Source: an optimization exercise on an open RTL-to-GDS flow (aim: a short achievable clock period and few clock cycles). Production flows keep margins and buffers that such runs may drop. Only simulation tests tie the RTL to the original design; equivalence was not proved. Power figures rest on the tool's default switching activity, not on a simulated workload.

<file path="run.sh">
#!/bin/bash
# synth_recipe.tcl (not shown) runs the flow's synth.tcl, then flattens the netlist and writes it again
# the make line also repeats each setting of config.mk as NAME=value (left out here)
make -C /OpenROAD-flow-scripts/flow DESIGN_CONFIG=/design/flow/config.mk WORK_HOME=/design/flow/orfs CLKGATE_MAP_FILE= SYNTH_SCRIPT=/design/flow/synth_recipe.tcl finish
</file>
<file path="constraint.sdc">
create_clock -name core_clock -period 9.0 [get_ports {clk}]
set_input_delay 1.8000 -clock core_clock [delete_from_list [all_inputs] [get_ports {clk}]]
set_output_delay 1.8000 -clock core_clock [all_outputs]
set_load 0.01 [all_outputs]
</file>
<file path="design.v">
package sap2_mini_pkg;
    localparam int DATA_W = 12;
    localparam int ADDR_W = 8;
    typedef enum logic [3:0] {
        OP_LDA = 4'h0, OP_ADD = 4'h1, OP_SUB = 4'h2, OP_STA = 4'h3,
        OP_LDB = 4'h4, OP_LDX = 4'h5, OP_JMP = 4'h6, OP_JAN = 4'h7,
        OP_JAZ = 4'h8, OP_JIN = 4'h9, OP_JIZ = 4'hA, OP_JMS = 4'hB,
        OP_NPC = 4'hC, OP_NPD = 4'hD, OP_NPE = 4'hE, OP_REG = 4'hF
    } opcode_t;
    typedef enum logic [3:0] {
        RG_NOP = 4'h0, RG_CLA = 4'h1, RG_XCH = 4'h2, RG_DEX = 4'h3,
        RG_INX = 4'h4, RG_CMA = 4'h5, RG_CMB = 4'h6, RG_IOR = 4'h7,
        RG_AND = 4'h8, RG_NOR = 4'h9, RG_NAN = 4'hA, RG_XOR = 4'hB,
        RG_BRB = 4'hC, RG_INP = 4'hD, RG_OUT = 4'hE, RG_HLT = 4'hF
    } regop_t;
    typedef enum logic [5:0] {
        T1 = 6'b000001, T2 = 6'b000010, T3 = 6'b000100,
        T4 = 6'b001000, T5 = 6'b010000, T6 = 6'b100000
    } tstate_t;
    typedef enum logic [3:0] {
        ALU_ADD, ALU_SUB, ALU_IOR, ALU_AND, ALU_NOR,
        ALU_NAN, ALU_XOR, ALU_CMA, ALU_CMB
    } alu_op_t;
    typedef enum logic [1:0] {BUS_MEM, BUS_PC, BUS_IN, BUS_A} bus_sel_t;
    typedef enum logic [1:0] {A_ALU, A_BUS, A_ZERO, A_X} a_sel_t;
    typedef enum logic [1:0] {X_BUS, X_A, X_DEC, X_INC} x_sel_t;
    typedef enum logic {B_BUS, B_ALU} b_sel_t;
endpackage
module sap2_mini_alu
(
    input  logic [sap2_mini_pkg::DATA_W-1:0] a,
    input  logic [sap2_mini_pkg::DATA_W-1:0] b,
    input  sap2_mini_pkg::alu_op_t           op,
    output logic [sap2_mini_pkg::DATA_W-1:0] y
);
    always_comb begin
        case (op)
            sap2_mini_pkg::ALU_ADD: y = a + b;
            sap2_mini_pkg::ALU_SUB: y = a - b;
            sap2_mini_pkg::ALU_IOR: y = a | b;
            sap2_mini_pkg::ALU_AND: y = a & b;
            sap2_mini_pkg::ALU_NOR: y = ~(a | b);
            sap2_mini_pkg::ALU_NAN: y = ~(a & b);
            sap2_mini_pkg::ALU_XOR: y = a ^ b;
            sap2_mini_pkg::ALU_CMA: y = ~a;
            sap2_mini_pkg::ALU_CMB: y = ~b;
            default: y = a + b;
        endcase
    end
endmodule
module sap2_mini_cpu
(
    input  logic              clk,
    input  logic              clr,
    input  logic              prog,
    input  logic [sap2_mini_pkg::ADDR_W-1:0] a,
    input  logic [sap2_mini_pkg::DATA_W-1:0] d,
    input  logic [sap2_mini_pkg::DATA_W-1:0] i,
    output logic [sap2_mini_pkg::DATA_W-1:0] out,
    output logic              halted
);
    logic [sap2_mini_pkg::DATA_W-1:0] mem [0:(1<<sap2_mini_pkg::ADDR_W)-1];
    logic [sap2_mini_pkg::DATA_W-1:0] areg, breg, xreg, ir;
    logic [sap2_mini_pkg::DATA_W-1:0] bus, mem_rd, alu_b, alu_y, a_next, b_next, x_next;
    logic [sap2_mini_pkg::ADDR_W-1:0] pc, mar, r;
    logic              halt, run;
    sap2_mini_pkg::tstate_t  state, state_next;
    sap2_mini_pkg::opcode_t  op;
    sap2_mini_pkg::regop_t   rop;
    sap2_mini_pkg::alu_op_t  alu_op;
    sap2_mini_pkg::bus_sel_t bus_sel;
    sap2_mini_pkg::a_sel_t   a_sel;
    sap2_mini_pkg::b_sel_t   b_sel;
    sap2_mini_pkg::x_sel_t   x_sel;
    logic ld_mar_pc, ld_mar_ir, inc_pc, ld_ir, jmp_pc, ret_pc, ld_r;
    logic ld_a, ld_b, ld_x, ld_out, set_halt, mem_we;
    assign op     = sap2_mini_pkg::opcode_t'(ir[11:8]);
    assign rop    = sap2_mini_pkg::regop_t'(ir[7:4]);
    assign run    = !prog && !halt;
    assign mem_rd = mem[mar];
    assign halted = halt;
    always_ff @(posedge clk or posedge clr) begin
        if (clr) state <= sap2_mini_pkg::T1;
        else     state <= state_next;
    end
    always_comb begin
        state_next = state;
        if (prog) begin
            state_next = sap2_mini_pkg::T1;
        end else if (!halt) begin
            case (state)
                sap2_mini_pkg::T1:      state_next = sap2_mini_pkg::T2;
                sap2_mini_pkg::T2:      state_next = sap2_mini_pkg::T3;
                sap2_mini_pkg::T3:      state_next = sap2_mini_pkg::T4;
                sap2_mini_pkg::T4:      state_next = sap2_mini_pkg::T5;
                sap2_mini_pkg::T5:      state_next = sap2_mini_pkg::T6;
                default: state_next = sap2_mini_pkg::T1;
            endcase
        end
    end
    always_comb begin
        ld_mar_pc = 1'b0; ld_mar_ir = 1'b0; inc_pc = 1'b0; ld_ir = 1'b0;
        jmp_pc    = 1'b0; ret_pc    = 1'b0; ld_r   = 1'b0;
        ld_a      = 1'b0; ld_b      = 1'b0; ld_x   = 1'b0; ld_out = 1'b0;
        set_halt  = 1'b0; mem_we    = 1'b0;
        alu_op = sap2_mini_pkg::ALU_ADD; bus_sel = sap2_mini_pkg::BUS_MEM; a_sel = sap2_mini_pkg::A_ALU; b_sel = sap2_mini_pkg::B_BUS; x_sel = sap2_mini_pkg::X_BUS;
        case (state)
            sap2_mini_pkg::T1: begin bus_sel = sap2_mini_pkg::BUS_PC; ld_mar_pc = 1'b1; end
            sap2_mini_pkg::T2: inc_pc = 1'b1;
            sap2_mini_pkg::T3: ld_ir = 1'b1;
            sap2_mini_pkg::T4: begin
                case (op)
                    sap2_mini_pkg::OP_LDA, sap2_mini_pkg::OP_ADD, sap2_mini_pkg::OP_SUB, sap2_mini_pkg::OP_STA, sap2_mini_pkg::OP_LDB, sap2_mini_pkg::OP_LDX: ld_mar_ir = 1'b1;
                    sap2_mini_pkg::OP_JMP: jmp_pc = 1'b1;
                    sap2_mini_pkg::OP_JAN: jmp_pc = areg[sap2_mini_pkg::DATA_W-1];
                    sap2_mini_pkg::OP_JAZ: jmp_pc = (areg == '0);
                    sap2_mini_pkg::OP_JIN: jmp_pc = xreg[sap2_mini_pkg::DATA_W-1];
                    sap2_mini_pkg::OP_JIZ: jmp_pc = (xreg == '0);
                    sap2_mini_pkg::OP_JMS: begin ld_r = 1'b1; jmp_pc = 1'b1; end
                    sap2_mini_pkg::OP_REG: begin
                        case (rop)
                            sap2_mini_pkg::RG_CLA: begin ld_a = 1'b1; a_sel = sap2_mini_pkg::A_ZERO; end
                            sap2_mini_pkg::RG_XCH: begin ld_a = 1'b1; a_sel = sap2_mini_pkg::A_X; ld_x = 1'b1; x_sel = sap2_mini_pkg::X_A; end
                            sap2_mini_pkg::RG_DEX: begin ld_x = 1'b1; x_sel = sap2_mini_pkg::X_DEC; end
                            sap2_mini_pkg::RG_INX: begin ld_x = 1'b1; x_sel = sap2_mini_pkg::X_INC; end
                            sap2_mini_pkg::RG_CMA: begin ld_a = 1'b1; alu_op = sap2_mini_pkg::ALU_CMA; end
                            sap2_mini_pkg::RG_CMB: begin ld_b = 1'b1; b_sel = sap2_mini_pkg::B_ALU; alu_op = sap2_mini_pkg::ALU_CMB; end
                            sap2_mini_pkg::RG_IOR: begin ld_a = 1'b1; alu_op = sap2_mini_pkg::ALU_IOR; end
                            sap2_mini_pkg::RG_AND: begin ld_a = 1'b1; alu_op = sap2_mini_pkg::ALU_AND; end
                            sap2_mini_pkg::RG_NOR: begin ld_a = 1'b1; alu_op = sap2_mini_pkg::ALU_NOR; end
                            sap2_mini_pkg::RG_NAN: begin ld_a = 1'b1; alu_op = sap2_mini_pkg::ALU_NAN; end
                            sap2_mini_pkg::RG_XOR: begin ld_a = 1'b1; alu_op = sap2_mini_pkg::ALU_XOR; end
                            sap2_mini_pkg::RG_BRB: ret_pc = 1'b1;
                            sap2_mini_pkg::RG_INP: begin bus_sel = sap2_mini_pkg::BUS_IN; ld_a = 1'b1; a_sel = sap2_mini_pkg::A_BUS; end
                            sap2_mini_pkg::RG_OUT: ld_out = 1'b1;
                            sap2_mini_pkg::RG_HLT: set_halt = 1'b1;
                            default: ;
                        endcase
                    end
                    default: ;
                endcase
            end
            sap2_mini_pkg::T5: begin
                case (op)
                    sap2_mini_pkg::OP_LDA: begin ld_a = 1'b1; a_sel = sap2_mini_pkg::A_BUS; end
                    sap2_mini_pkg::OP_ADD: ld_a = 1'b1;
                    sap2_mini_pkg::OP_SUB: begin ld_a = 1'b1; alu_op = sap2_mini_pkg::ALU_SUB; end
                    sap2_mini_pkg::OP_STA: begin bus_sel = sap2_mini_pkg::BUS_A; mem_we = 1'b1; end
                    sap2_mini_pkg::OP_LDB: ld_b = 1'b1;
                    sap2_mini_pkg::OP_LDX: ld_x = 1'b1;
                    default: ;
                endcase
            end
            default: ;
        endcase
    end
    always_comb begin
        case (bus_sel)
            sap2_mini_pkg::BUS_PC:  bus = {{(sap2_mini_pkg::DATA_W-sap2_mini_pkg::ADDR_W){1'b0}}, pc};
            sap2_mini_pkg::BUS_IN:  bus = i;
            sap2_mini_pkg::BUS_A:   bus = areg;
            default: bus = mem_rd;
        endcase
    end
    assign alu_b = (alu_op == sap2_mini_pkg::ALU_ADD || alu_op == sap2_mini_pkg::ALU_SUB) ? bus : breg;
    sap2_mini_alu u_alu (
        .a  (areg),
        .b  (alu_b),
        .op (alu_op),
        .y  (alu_y)
    );
    always_comb begin
        case (a_sel)
            sap2_mini_pkg::A_BUS:   a_next = bus;
            sap2_mini_pkg::A_ZERO:  a_next = '0;
            sap2_mini_pkg::A_X:     a_next = xreg;
            default: a_next = alu_y;
        endcase
        case (x_sel)
            sap2_mini_pkg::X_A:     x_next = areg;
            sap2_mini_pkg::X_DEC:   x_next = xreg - sap2_mini_pkg::DATA_W'(1);
            sap2_mini_pkg::X_INC:   x_next = xreg + sap2_mini_pkg::DATA_W'(1);
            default: x_next = bus;
        endcase
        b_next = (b_sel == sap2_mini_pkg::B_ALU) ? alu_y : bus;
    end
    always_ff @(posedge clk or posedge clr) begin
        if (clr) begin
            areg <= '0; breg <= '0; xreg <= '0; ir <= '0;
            pc   <= '0; mar  <= '0; r    <= '0;
            out  <= '0; halt <= 1'b0;
        end else if (run) begin
            if (ld_mar_pc) mar  <= bus[sap2_mini_pkg::ADDR_W-1:0];
            if (ld_mar_ir) mar  <= ir[sap2_mini_pkg::ADDR_W-1:0];
            if (inc_pc)    pc   <= pc + sap2_mini_pkg::ADDR_W'(1);
            if (jmp_pc)    pc   <= ir[sap2_mini_pkg::ADDR_W-1:0];
            if (ret_pc)    pc   <= r;
            if (ld_r)      r    <= pc;
            if (ld_ir)     ir   <= bus;
            if (ld_a)      areg <= a_next;
            if (ld_b)      breg <= b_next;
            if (ld_x)      xreg <= x_next;
            if (ld_out)    out  <= areg;
            if (set_halt)  halt <= 1'b1;
        end
    end
    always_ff @(posedge clk) begin
        if (prog)
            mem[a] <= d;
        else if (mem_we && run)
            mem[mar] <= bus;
    end
endmodule
</file>
<file path="config.mk">
export PLATFORM = sky130hd
export DESIGN_NAME = sap2_mini_cpu
export DESIGN_NICKNAME = sap2_mini_cpu
export VERILOG_FILES = /design/flow/design.v
export SDC_FILE = /design/flow/constraint.sdc
export NUM_CORES = 4
export LEC_CHECK = 0
export CAP_MARGIN = 20
export CORE_MARGIN = 2
export CORE_UTILIZATION = 40
export SLEW_MARGIN = 20
</file>
==> run summary <==
[power by group through the flow]
stage / Sequential, W / Clock [W] / Combinational, W
final: 0.0165 / 0.0135 / 0.0149
after global routing: 0.0165 / 0.0141 / 0.0152
after CTS: 0.0165 / 0.0136 / 0.0146
after detailed placement: 0.0168 / 0 / 0.0146
after global placement: 0.0168 / 0 / 0.0145
after floorplan: 0.0167 / 0 / 0.00867
[how the worst max path moves through the flow]
stage | startpoint | endpoint | cells past startpoint
2_1_floorplan | prog | mem[0][3] | 6
3_3_place_gp | mar[0] | areg[10] | 24
3_5_place_dp | mar[0] | areg[10] | 24
4_1_cts | mar[0] | areg[10] | 24
5_1_grt | mar[0] | areg[10] | 28
6_report | mar[0] | areg[10] | 23
[metal layers]
layer / vias to the layer above / wire (um) / GRT usage
met1: 38100 / 159000 / 0.345
li1: 28200 / - / -
met4: 4 / 21700 / 0.112
met2: 4592 / 189000 / 0.390
met3: 907 / 45900 / 0.0602
met5: - / 36 / 0
[per-stage QoR]
stage / hold WS (ns) / setup slack (ns) / total power [W]
finish: 0.478 / 1.24 / 0.0449
global route: 0.504 / 0.858 / 0.0459
CTS: 0.485 / 1.37 / 0.0448
detailed placement: 0.472 / 1.43 / 0.0314
global placement: 0.462 / 1.27 / 0.0314
floorplan: 0.465 / -1.57 / 0.0253
[cell usage in the layout (no fill, tap or decap), types with 53 or more instances in the layout]
cell type and instances:
edfxtp_1 3072, mux4_2 645, buf_4 438, nor2_1 386, nand2_1 335, clkbuf_16 332
mux2i_1 325, a21oi_1 171, a22oi_1 161, o21ai_0 129, nand3_1 87, dfrtp_1 83
clkbuf_1 63, clkinv_2 57, a221oi_1 56, clkinv_1 54, nor3_1 53
[cell type report]
cell class / instances / area [sq um]
antenna: 13 / 32.5
clock buffer: 405 / 8680
clock inverter: 178 / 1840
fill: 26600 / 170000
inverter: 56 / 220
multi-input combinational: 3049 / 30300
sequential: 3163 / 94500
tap: 4160 / 5200
timing repair buffer: 532 / 4710
[Yosys cell counts, drive strengths merged, types with 8 or more instances]
master,number
a2111oi,9
a211oi,30
a21oi,171
a221oi,56
a222oi,9
a22o,24
a22oi,161
a311oi,9
a31oi,37
and2,14
and3,17
buf,235
clkbuf,152
dfrtp,90
edfxtp,3072
ha,51
inv,55
mux2,49
mux2i,325
mux4,645
nand2,348
nand2b,17
nand3,87
nand3b,12
nand4,15
nor2,429
nor2b,33
nor3,57
nor4,22
o2111ai,15
o211ai,16
o21ai,160
o221ai,23
o22ai,53
o31ai,9
or3,12
or4,8
xnor2,24
[state kept, by name, summed over array words and instances, names as in the netlist, 8 cells and up]
name / count
mem: 3072
areg: 12
breg: 12
ir: 12
out: 12
xreg: 12
mar: 8
pc: 8
r: 8
[cells by family after synthesis]
group	share of synthesized area
xor gates and xnor gates	0.00225
muxes	0.144
DFF	0.744
adders and majority gates	0.00534
and+or+nand+nor	0.0379
buffers and inverters	0.0198
AOI/OAI and AO/OA	0.0460
[worst max-delay path: cells and delay by family (launching register included)]
| kind | cells | cell delay [ns] |
|---|---|---|
| buffers and inverters | 1 | 0.47 |
| AND/OR/NAND/NOR | 7 | 2.31 |
| multiplexers | 2 | 0.61 |
| adder cells (fa/ha/maj) | 1 | 0.37 |
| flip-flops | 1 | 0.93 |
| AO/OA/AOI/OAI | 11 | 2.63 |
| XOR/XNOR | 1 | 0.16 |
==> run summary <==
- Final Cycle Share: 0.862
- Power density over cell area: 308 nW/um^2
- Largest net degree at the start of global routing: between 200 and 300
- Total gr overflow: 0
- Clock network power share: 0.300
- Yosys top cell area share: 0.726
- Antenna violations before repair: 24
- Critical path data required time: 9.72 ns
- Pre-antenna DRT Iters: 6
- Post-synth ARST share: 0.0288
- Root Buffer: clkbuf_16
- Clock skew: 0.0731 ns
- Max IR drop VDD: 186 uV
- Reg2reg start: mar[0]
- R2r setup slk: about 1.2 ns
- Post-synth EDFFs: 3072
- Max Cap Viol: 0
- Fin crit period: between 7 and 8 ns
- Seq/Total Area, Yosys: 0.744
- Port-buffer cells: 47
- Startpoint types: flip-flop
- Psw: between 0.015 and 0.02 W
- Clock latency (worst-skew pair): just over 0.9 ns
- RSZ-0062 raised after global routing: no
- Final instance area: ~150000 sq um
- Core footprint: roughly 320000 sq um
- CP endpoint kind: flip-flop
- Top_reg_cell synth: edfxtp_1
- Cells after Synth: 6655
- Clock tree buffer depth: 4
- Yosys cell types: 100
- Flops & latches, synth: about 3200
- Sw Share: 0.348
- Post-Syn Nets: slightly below 7000
- Total Neg Setup Slack: 0 ns
- Rows: 206
- Total Die Area: roughly 320000 sq um
- Setup Buffers After CTS: 0
- PostCTS Resize Cnt: 0
- Crit-path max cell delay: slightly above 0.9 ns
- WL/cell: 35.9 um
- All-Layer GR Usage: 0.254
- CP max FO: 61
- Cell accounting for the most synthesized area: edfxtp_1
- Status: complete, no violations
- Hold Crit Endpoint: out[4]
- Ports: 48
- CTS sink count: ~3200
- DP Cell Count: 11000
- Vias/cell: 6.22
- Logic gate share of total power: 0.331
- Hold path depth: 2
- WL final: 415000 um
- Hold path start: out[4]
- Non-filler cells, final: 11600
- Synth top area cells: edfxtp_1 73%, mux4_2 11%, mux2i_1 2.6%
- Worst Path Arrival: 8.48 ns
- Worst-path cell chain: buf_12 -> nor2b_4 -> a22oi_1 -> nand4_1 -> o21ai_0 -> nor4_1 -> a41oi_1 -> a21oi_1 -> nor3_2 -> mux2_2 -> nor3_2 -> a31oi_1 -> xnor2_1 -> ha_1 -> nand3b_1 -> o21ai_0 -> nor3_1 -> o211ai_1 -> o221ai_1 -> a22oi_1 -> mux2_2 -> a221oi_1 -> a21oi_1
- Static Leakage: 47.3 nW
- Reg2reg end: areg[10]
- Mean Syn Cell Area: roughly 19 sq um
- CTS Buf Count: about 330
- First DRT Iteration DRCs: ~11000
- Final HPWL DP: 262000 um
- Starting Density: 0.403
- Final Setup Violations: 0
- Vias in the first global route: slightly below 70000
- CP Class: reg -> reg
- Area of placed instances: 135000 sq um
- Slowest-stage cell, CP: dfrtp_4
- Area grow syn2layout: 14.6%
- Post-Route Utilization: 0.461
- Final slew viol count: 0
- Upper clock frequency limit: 129 MHz
- YS warnings: 2
- Global-route wire length before repair: 571000 um
- Share of cells above drive strength 1: 0.239
- Final net count: 7219
- Sequential share of power: 0.369
- H-tree levels: 5
- Detail Route Antenna Nets: 0
- Drt drc: 0
- RePlAce Congestion: 0.935
- Hold bufs inserted after CTS: 0
- Via count: 71900
- Worst Max-Slew Pin Slew: 1.28 ns
- Worst-path clk slew: 0.06 ns
- Die Span X: 567 um
- Pint: a little under 0.03 W
- R2r worst-path depth: 23
- Hold Path Class: reg -> reg
- CTS tree: yes
- Die height: around 570 um
- Post-synthesis instance area: between 100000 and 150000 sq um
- Slew HR: 0.137
- Final Hold Fails: 0
Testbench counts, summed over its fixed seeds: cycles 85,342.

## afterwards: timing with drivers on the ports
No port has a modelled driver above. Below, the same layout with a new extraction and two added sets of constraints.
Step 1: set_driving_cell puts a clkbuf_16 on clk and a buf_2 on each other input, an assumption about the parent block.
Step 2, shift: input delay + t, output delay - t, t = (earliest + latest rising clock arrival at the registers) / 2. This alone moves slack from input paths to output paths.
Three values: no drivers, after step 1, after step 2; two values: the first two.
t (ns): 0.994
setup WS [ns]: 1.238 / 1.238 / 1.238
worst data-port slew with drivers (ns): 0.04
cell pins on the clock port's net: 1
After both steps setup and hold are still met in this run. The setup slack of this run moves by 0.000 ns with the drivers and by 0.000 ns with both steps.
